This is an optimization exercise on Yosys and OpenROAD, whose aim is small area, a short achievable clock period and few clock cycles per item, not a production implementation.
Function was checked by simulation only, so behaviour that the tests miss may differ from the original.
Power figures rest on the tool's default switching activity, not on a simulated workload.

<file path="design/flow/design.v">
`default_nettype none
package mrc_pkg;
    localparam int ELEM_W = 32;
    localparam int DIM_W  = 4;
    localparam logic [DIM_W-1:0] DIM_RESET = 4'd3;
    typedef logic signed [ELEM_W-1:0] t_elem;
    typedef logic [DIM_W-1:0]         t_dim;
    typedef enum logic {
        ST_LOAD,
        ST_READ
    } t_state;
    typedef struct packed {
        logic wr;      
        logic start;   
        logic rd;      
    } t_cmd;
    typedef struct packed {
        logic load_full;   
        logic rd_last;     
        logic slot_free;   
    } t_sts;
endpackage
`default_nettype wire
`default_nettype none
module mrc_ram #(
    parameter int WIDTH = 32,
    parameter int DEPTH = 64,
    localparam int ADDR_W = (DEPTH > 1) ? $clog2(DEPTH) : 1
) (
    input  wire logic                     i_clk,
    input  wire logic                     i_wr_en,
    input  wire logic [ADDR_W-1:0]        i_wr_addr,
    input  wire logic [WIDTH-1:0]         i_wr_data,
    input  wire logic                     i_rd_en,
    input  wire logic [ADDR_W-1:0]        i_rd_addr,
    output logic      [WIDTH-1:0]         o_rd_data
);
    logic [WIDTH-1:0] r_mem [DEPTH];
    always_ff @(posedge i_clk) begin
        if (i_wr_en) begin
            r_mem[i_wr_addr] <= i_wr_data;
        end
        if (i_rd_en) begin
            o_rd_data <= r_mem[i_rd_addr];
        end
    end
endmodule
`default_nettype wire
`default_nettype none
module mrc_ctrl (
    input  wire logic           i_clk,
    input  wire logic           i_rst_n,
    input  wire logic           i_in_valid,
    output logic                o_in_ready,
    input  wire mrc_pkg::t_sts  i_sts,
    output mrc_pkg::t_cmd       o_cmd
);
    mrc_pkg::t_state r_state;
    mrc_pkg::t_state n_state;
    always_ff @(posedge i_clk) begin
        if (!i_rst_n) begin
            r_state <= mrc_pkg::ST_LOAD;
        end else begin
            r_state <= n_state;
        end
    end
    always_comb begin
        n_state    = r_state;
        o_in_ready = 1'b0;
        o_cmd      = '0;
        unique case (r_state)
            mrc_pkg::ST_LOAD: begin
                o_in_ready = 1'b1;
                o_cmd.wr   = i_in_valid;
                if (i_in_valid && i_sts.load_full) begin
                    o_cmd.start = 1'b1;
                    n_state     = mrc_pkg::ST_READ;
                end
            end
            mrc_pkg::ST_READ: begin
                o_cmd.rd = i_sts.slot_free;
                if (i_sts.slot_free && i_sts.rd_last) begin
                    n_state = mrc_pkg::ST_LOAD;
                end
            end
            default: begin
                n_state = mrc_pkg::ST_LOAD;
            end
        endcase
    end
endmodule
`default_nettype wire
`default_nettype none
module mrc_dp #(
    parameter int MAX_DIM = 8
) (
    input  wire logic            i_clk,
    input  wire logic            i_rst_n,
    input  wire logic            i_cfg_wr,
    input  wire mrc_pkg::t_dim   i_cfg_dim,
    input  wire mrc_pkg::t_elem  i_elem,
    input  wire logic            i_out_ready,
    input  wire mrc_pkg::t_cmd   i_cmd,
    output mrc_pkg::t_sts        o_sts,
    output logic                 o_out_valid,
    output mrc_pkg::t_elem       o_out_elem,
    output logic                 o_out_last
);
    localparam int DEPTH     = MAX_DIM * MAX_DIM;
    localparam int AW        = (DEPTH > 1) ? $clog2(DEPTH) : 1;
    localparam int DW        = $clog2(MAX_DIM + 1);
    localparam int CW        = $clog2(DEPTH + 1);
    localparam int RW        = (MAX_DIM > 1) ? $clog2(MAX_DIM) : 1;
    localparam int ELEM_BITS = mrc_pkg::ELEM_W;
    mrc_pkg::t_dim  r_dim;
    logic [CW-1:0]  r_load_cnt;
    logic [RW-1:0]  r_row;
    logic [RW-1:0]  r_col;
    logic [AW-1:0]  r_src;
    logic           r_out_valid;
    logic           r_last;
    logic [DW-1:0]  w_dim;
    logic [RW-1:0]  w_dim_m1;
    logic [CW-1:0]  w_total;
    logic [CW-1:0]  w_base;
    logic [CW-1:0]  w_row_src;
    logic [CW-1:0]  w_col_src;
    logic           w_row_end;
    logic [ELEM_BITS-1:0] w_rd_data;
    always_comb begin
        priority if (r_dim == '0) begin
            w_dim = DW'(1);
        end else if (r_dim > mrc_pkg::DIM_W'(MAX_DIM)) begin
            w_dim = DW'(MAX_DIM);
        end else begin
            w_dim = DW'(r_dim);
        end
    end
    assign w_dim_m1  = RW'(w_dim - DW'(1));
    assign w_total   = CW'(w_dim) * CW'(w_dim);
    assign w_base    = w_total - CW'(w_dim);             
    assign w_row_end = (r_col == w_dim_m1);
    assign w_row_src = w_base + CW'(r_row) + CW'(1);     
    assign w_col_src = CW'(r_src) - CW'(w_dim);          
    always_ff @(posedge i_clk) begin
        if (!i_rst_n) begin
            r_dim       <= mrc_pkg::DIM_RESET;
            r_load_cnt  <= '0;
            r_out_valid <= 1'b0;
        end else begin
            if (i_cfg_wr) begin
                r_dim      <= i_cfg_dim;
                r_load_cnt <= '0;
            end else if (i_cmd.wr) begin
                r_load_cnt <= i_cmd.start ? '0 : r_load_cnt + CW'(1);
            end
            if (i_cmd.rd) begin
                r_out_valid <= 1'b1;
            end else if (i_out_ready) begin
                r_out_valid <= 1'b0;
            end
        end
    end
    always_ff @(posedge i_clk) begin
        if (i_cmd.start) begin
            r_row <= '0;
            r_col <= '0;
            r_src <= w_base[AW-1:0];
        end else if (i_cmd.rd) begin
            if (w_row_end) begin
                r_row <= r_row + RW'(1);
                r_col <= '0;
                r_src <= w_row_src[AW-1:0];
            end else begin
                r_col <= r_col + RW'(1);
                r_src <= w_col_src[AW-1:0];
            end
        end
        if (i_cmd.rd) begin
            r_last <= o_sts.rd_last;
        end
    end
    mrc_ram #(
        .WIDTH (ELEM_BITS),
        .DEPTH (DEPTH)
    ) u_store (
        .i_clk     (i_clk),
        .i_wr_en   (i_cmd.wr),
        .i_wr_addr (r_load_cnt[AW-1:0]),
        .i_wr_data (i_elem),
        .i_rd_en   (i_cmd.rd),
        .i_rd_addr (r_src),
        .o_rd_data (w_rd_data)
    );
    assign o_sts.load_full = (r_load_cnt == w_total - CW'(1));
    assign o_sts.rd_last   = w_row_end && (r_row == w_dim_m1);
    assign o_sts.slot_free = !r_out_valid || i_out_ready;
    assign o_out_valid = r_out_valid;
    assign o_out_elem  = w_rd_data;
    assign o_out_last  = r_last;
endmodule
`default_nettype wire
`default_nettype none
module matrix_rotate_clockwise_core #(
    parameter int MAX_DIM = 8    
) (
    input  wire logic                  i_clk,
    input  wire logic                  i_rst_n,
    input  wire logic                  i_cfg_valid,
    output logic                       o_cfg_ready,
    input  wire logic [3:0]            i_cfg_matrix_dim,
    input  wire logic                  i_elem_valid,
    output logic                       o_elem_ready,
    input  wire logic [31:0]           i_elem_element_in,
    output logic                       o_rot_valid,
    input  wire logic                  i_rot_ready,
    output logic [31:0]                o_rot_element_out,
    output logic                       o_rot_last_of_matrix
);
    mrc_pkg::t_cmd w_cmd;
    mrc_pkg::t_sts w_sts;
    logic          w_in_ready;
    assign o_cfg_ready = 1'b1;
    mrc_ctrl u_ctrl (
        .i_clk      (i_clk),
        .i_rst_n    (i_rst_n),
        .i_in_valid (i_elem_valid),
        .o_in_ready (w_in_ready),
        .i_sts      (w_sts),
        .o_cmd      (w_cmd)
    );
    assign o_elem_ready = w_in_ready;
    mrc_dp #(
        .MAX_DIM (MAX_DIM)
    ) u_dp (
        .i_clk       (i_clk),
        .i_rst_n     (i_rst_n),
        .i_cfg_wr    (i_cfg_valid),
        .i_cfg_dim   (i_cfg_matrix_dim),
        .i_elem      (i_elem_element_in),
        .i_out_ready (i_rot_ready),
        .i_cmd       (w_cmd),
        .o_sts       (w_sts),
        .o_out_valid (o_rot_valid),
        .o_out_elem  (o_rot_element_out),
        .o_out_last  (o_rot_last_of_matrix)
    );
endmodule
`default_nettype wire
</file>
<file path="design/flow/run.sh">
#!/bin/bash
# synth_recipe.tcl (not shown) runs the flow's synth.tcl, then flattens the netlist and writes it again
# the make line also repeats each setting of config.mk as NAME=value (left out here)
make -C /OpenROAD-flow-scripts/flow DESIGN_CONFIG=/design/flow/config.mk WORK_HOME=/design/flow/orfs CLKGATE_MAP_FILE= SYNTH_SCRIPT=/design/flow/synth_recipe.tcl finish
</file>
<file path="design/flow/config.mk">
export PLATFORM = sky130hd
export DESIGN_NAME = matrix_rotate_clockwise_core
export DESIGN_NICKNAME = matrix_rotate_clockwise_core
export VERILOG_FILES = /design/flow/design.v
export SDC_FILE = /design/flow/constraint.sdc
export NUM_CORES = 4
export LEC_CHECK = 0
export CAP_MARGIN = 20
export CORE_MARGIN = 2
export CORE_UTILIZATION = 40
export PLACE_DENSITY = 0.6
export SLEW_MARGIN = 20
</file>
<file path="design/flow/constraint.sdc">
create_clock -name core_clock -period 5.0 [get_ports {i_clk}]
set_input_delay 1.0000 -clock core_clock [delete_from_list [all_inputs] [get_ports {i_clk}]]
set_output_delay 1.0000 -clock core_clock [all_outputs]
set_load 0.01 [all_outputs]
</file>
==> results.txt <==
- # port buffers: 75
- R2r worst-path depth: 12
- Hold Crit Class: reg -> reg
- Number of synthesized register bits: around 2100
- Post-route ant nets: 0
- Routability cong.: 0.798
- Share of flip-flops with an asynchronous set or reset: 0
- WP data arrival: 4.33 ns
- CTS tree: built
- Area growth, synth to finish: 14.5%
- Total Nets Final: 3653
- Crit-path cells: o21ba_2 > nor2_1 > ha_1 > fa_1 > ha_1 > a21oi_1 > o21ai_0 > xnor2_1 > or3_1 > and2_0 > o21ai_0 > o21ai_1
- Cell area after layout: 0.0923 sq mm
- Cts bufs inserted: between 200 and 250
- Cts hold-fix bufs: 0
- Worst-Margin Slew: 1.04 ns
- Die Ht: 453 um
- Post-synth top area share: 0.777
- Most common cell after layout, fill and taps aside: edfxtp_1
- Initial antenna violation count: 24
- Largest fanout on the critical path: 7
- Mapped Avg Cell Area: about 24 sq um
- Tmin final: 3.78 ns
- CTS root buffer: clkbuf_16
- EDFF count, synth: 2087
- First-pass GRT wire length: 282000 um
- Rows: 164
- Crit. path cell count: 12
- Max Cap Viol: 0
- Overall power: around 37 mW
- CTS clk-pin slew, worst paths: 0.06 ns
- Postcts setup bufs: 0
- Routed wire per std cell: 30.6 um
- Worst path bufs/invs: 0
- Share of cells above drive strength 1: 0.312
- HPWL after DPL: about 120000 um
- Met2 GRT Util: 0.311
- Largest stage delay, worst path: approximately 0.47 ns
- Routing usage on met3: 0.0312
- Worst hold start: u_dp.r_col[2]$_SDFFE_PP0P_
- Top delay family on crit path: adder cells
- Share of the cycle needed by the critical path after routing: 0.756
- Clock latency (worst-skew pair): around 0.8 ns
- Mapped cell area: 0.0806 sq mm
- Area post-placement: 0.0858 sq mm
- CTS sink cnt: 2106
- P per Cell Area: 401 mW/mm^2
- CORE AREA: 0.200 sq mm
- Via Count: 36500
- Pleak: between 20 and 30 nW
- Largest net degree at the start of global routing: 89
- M1 GR Usage: 0.277
- # DRC: 0
- Initial drt markers: between 4000 and 5000
- CP Capture Type: flip-flop
- Post-synth top flop: edfxtp_1
- H-tree Lvls: 4
- Synthesized instance count: 3322
- Ranking of synthesized cells by area: edfxtp_1 (78%), mux4_2 (18%), a22oi_1 (0.60%)
- Post-CTS Resized: 0
- Unique masters post-synth: 49
- Sequential share of the synthesized area: 0.782
- Initial core utilization: 0.403
- Hold path depth: 2
- Final setup fails: 0
- Kind of critical path: reg -> reg
- Worst Setup SP: u_dp.r_dim[1]$_SDFFE_PN1P_
- GRT Util Overall: 0.193
- Endpoints failing hold: 0
- Final wirelength: 197000 um
- Max IR drop VDD: 411 uV
- Area leader, netlist: edfxtp_1
- Slowest CP cell: fa_1
- Fillers: between 15000 and 20000
- Setup TNS: 0 ns
- Peak Freq: 264 MHz
- Commonest non-fill, non-tap cells in the layout: edfxtp_1 (2087), mux4_2 (633), clkbuf_16 (208), buf_4 (130), nand2_1 (65)
- DP Worst Slack: 0.848 ns
- I/O Pins: 77
- Run status: complete, no violations
- PnR worst setup slack: 1.22 ns
- Die area: between 0.2 and 0.25 sq mm
- Vias in the first global route: 36900
- R2R Path Start: u_dp.r_dim[1]$_SDFFE_PN1P_
- Total gr overflow: 0
- Synth Warn #: 3
- Worst Path Required: 5.55 ns
- GRT busiest layer: met2
- Final Max Tran Viols: 0
- Die Wd: 453 um
- CP Launch Type: flip-flop
- Pre-Repair DR Iteration Count: 5
- RSZ-0062 raised after global routing: no
- Worst Skew: roughly 0.035 ns
- Post-DR vias/cell: 5.68
- CTS max path bufs: 3
- Slew HR: 0.307
==> final timing paths <==
path / endpoint / slack, ns
max: u_dp.r_src[5]$_DFFE_PP_ / 1.22
min: u_dp.r_col[2]$_SDFFE_PP0P_ / 0.50
max reg2reg: u_dp.r_src[5]$_DFFE_PP_ / 1.22
min reg2reg: u_dp.r_col[2]$_SDFFE_PP0P_ / 0.50
==> worst min-delay path, cell delays in order (launching register included) <==
cell and delay [ns]:
dfxtp_1 0.32, o21ai_0 0.07, a21oi_1 0.06
==> area by class of cell <==
cell class | count | area [sq um] | area share
Inverter | 14 | 52.6 | 0.000569
Clock inverter | 119 | 1100 | 0.0119
Antenna cell | 9 | 22.5 | 0.000244
Clock buffer | 264 | 5420 | 0.0586
Multi-Input combinational cell | 1028 | 17200 | 0.187
Timing Repair Buffer | 231 | 2150 | 0.0232
Sequential cell | 2106 | 63100 | 0.683
Tap cell | 2656 | 3320 | 0.0360
==> sequential cells by signal, summed over array words and instances (netlist names) <==
name,cells
u_ctrl.r_state,1
u_dp.r_row,3
u_dp.u_store.r_mem,2048
u_dp.r_last,1
u_dp.r_out_valid,1
u_dp.u_store.o_rd_data,32
u_dp.r_src,6
u_dp.r_col,3
u_dp.r_load_cnt,7
u_dp.r_dim,4
==> cells in the mapped netlist, types with 5 or more instances <==
master and n:
nor3_1 13, inv_1 12, and2_1 9, xor2_1 12, clkbuf_1 79, nand2_1 65, buf_4 13, nand3_1 5
edfxtp_1 2087, mux4_2 633, a22oi_1 64, xnor2_1 19, mux2i_1 9, a21oi_1 21, nor2_1 76, ha_1 19
nor2b_1 14, a211oi_1 11, o21ai_0 9, nand2b_1 5, buf_2 54, buf_1 25, dfxtp_1 19
==> power by group <==
group          switching, mW  internal [mW]
Sequential            0.0453           19.5
Clock                   6.61           8.40
Combinational           1.48          0.996
Total                   8.13           28.9
==> cells by family (layout without fill, tap and decap cells) <==
family          Yosys count  after routing  share of synthesized area
compound gates          121            121                     0.0103
xor+xnor                 32             32                    0.00365
fa+ha+maj                23             23                    0.00394
buf+inv                 189            628                     0.0106
flops                  2106           2106                      0.782
mux                     642            642                      0.178
other cells               2             12                  0.0000931
simple gates            207            207                     0.0116
==> routing by layer <==
layer	vias to the layer above	routed length, um
met2	1294	97300
met5	-	0
met1	20100	83000
li1	14900	-
met3	265	12700
met4	0	3920
==> per-stage QoR <==
step                      hold slack (ns)  cells  utilization
after floorplan                     0.458   3323            -
after detailed placement            0.499   6035        0.429
final                               0.502   6427        0.462
after global routing                0.551   6422        0.462
after global placement              0.479   6035        0.429
after CTS                           0.509   6418        0.461
Testbench counts, summed over its fixed seeds: cycles 22,392, items 11,148.

[separate check: timing with driven ports]
How much do the figures lean on ideal ports? The routed layout below was timed once more, with nothing changed but the port constraints. Step 1 (the two cells are an assumption about what drives the block):
set clk [get_ports {i_clk}]
set_driving_cell -lib_cell sky130_fd_sc_hd__clkbuf_16 $clk
set_driving_cell -lib_cell sky130_fd_sc_hd__buf_2 [delete_from_list [all_inputs] $clk]
Step 2 also shifts input and output timing later by t, the mid clock arrival at the registers, as if the neighbouring blocks saw the same clock. Slacks: no drivers / after step 1 / after step 2; pairs: no drivers / after step 1.
t (ns): 0.901
slack for setup (ns): 1.219 / 1.219 / 0.755
worst setup path at the end: input to register
clock arrival spread, ns: 0.052 / 0.051
worst register clock-pin slew, ns: 0.07 / 0.07
After both steps setup and hold are still met in this run. The setup slack of this run moves by 0.000 ns with the drivers and by -0.464 ns with both steps.
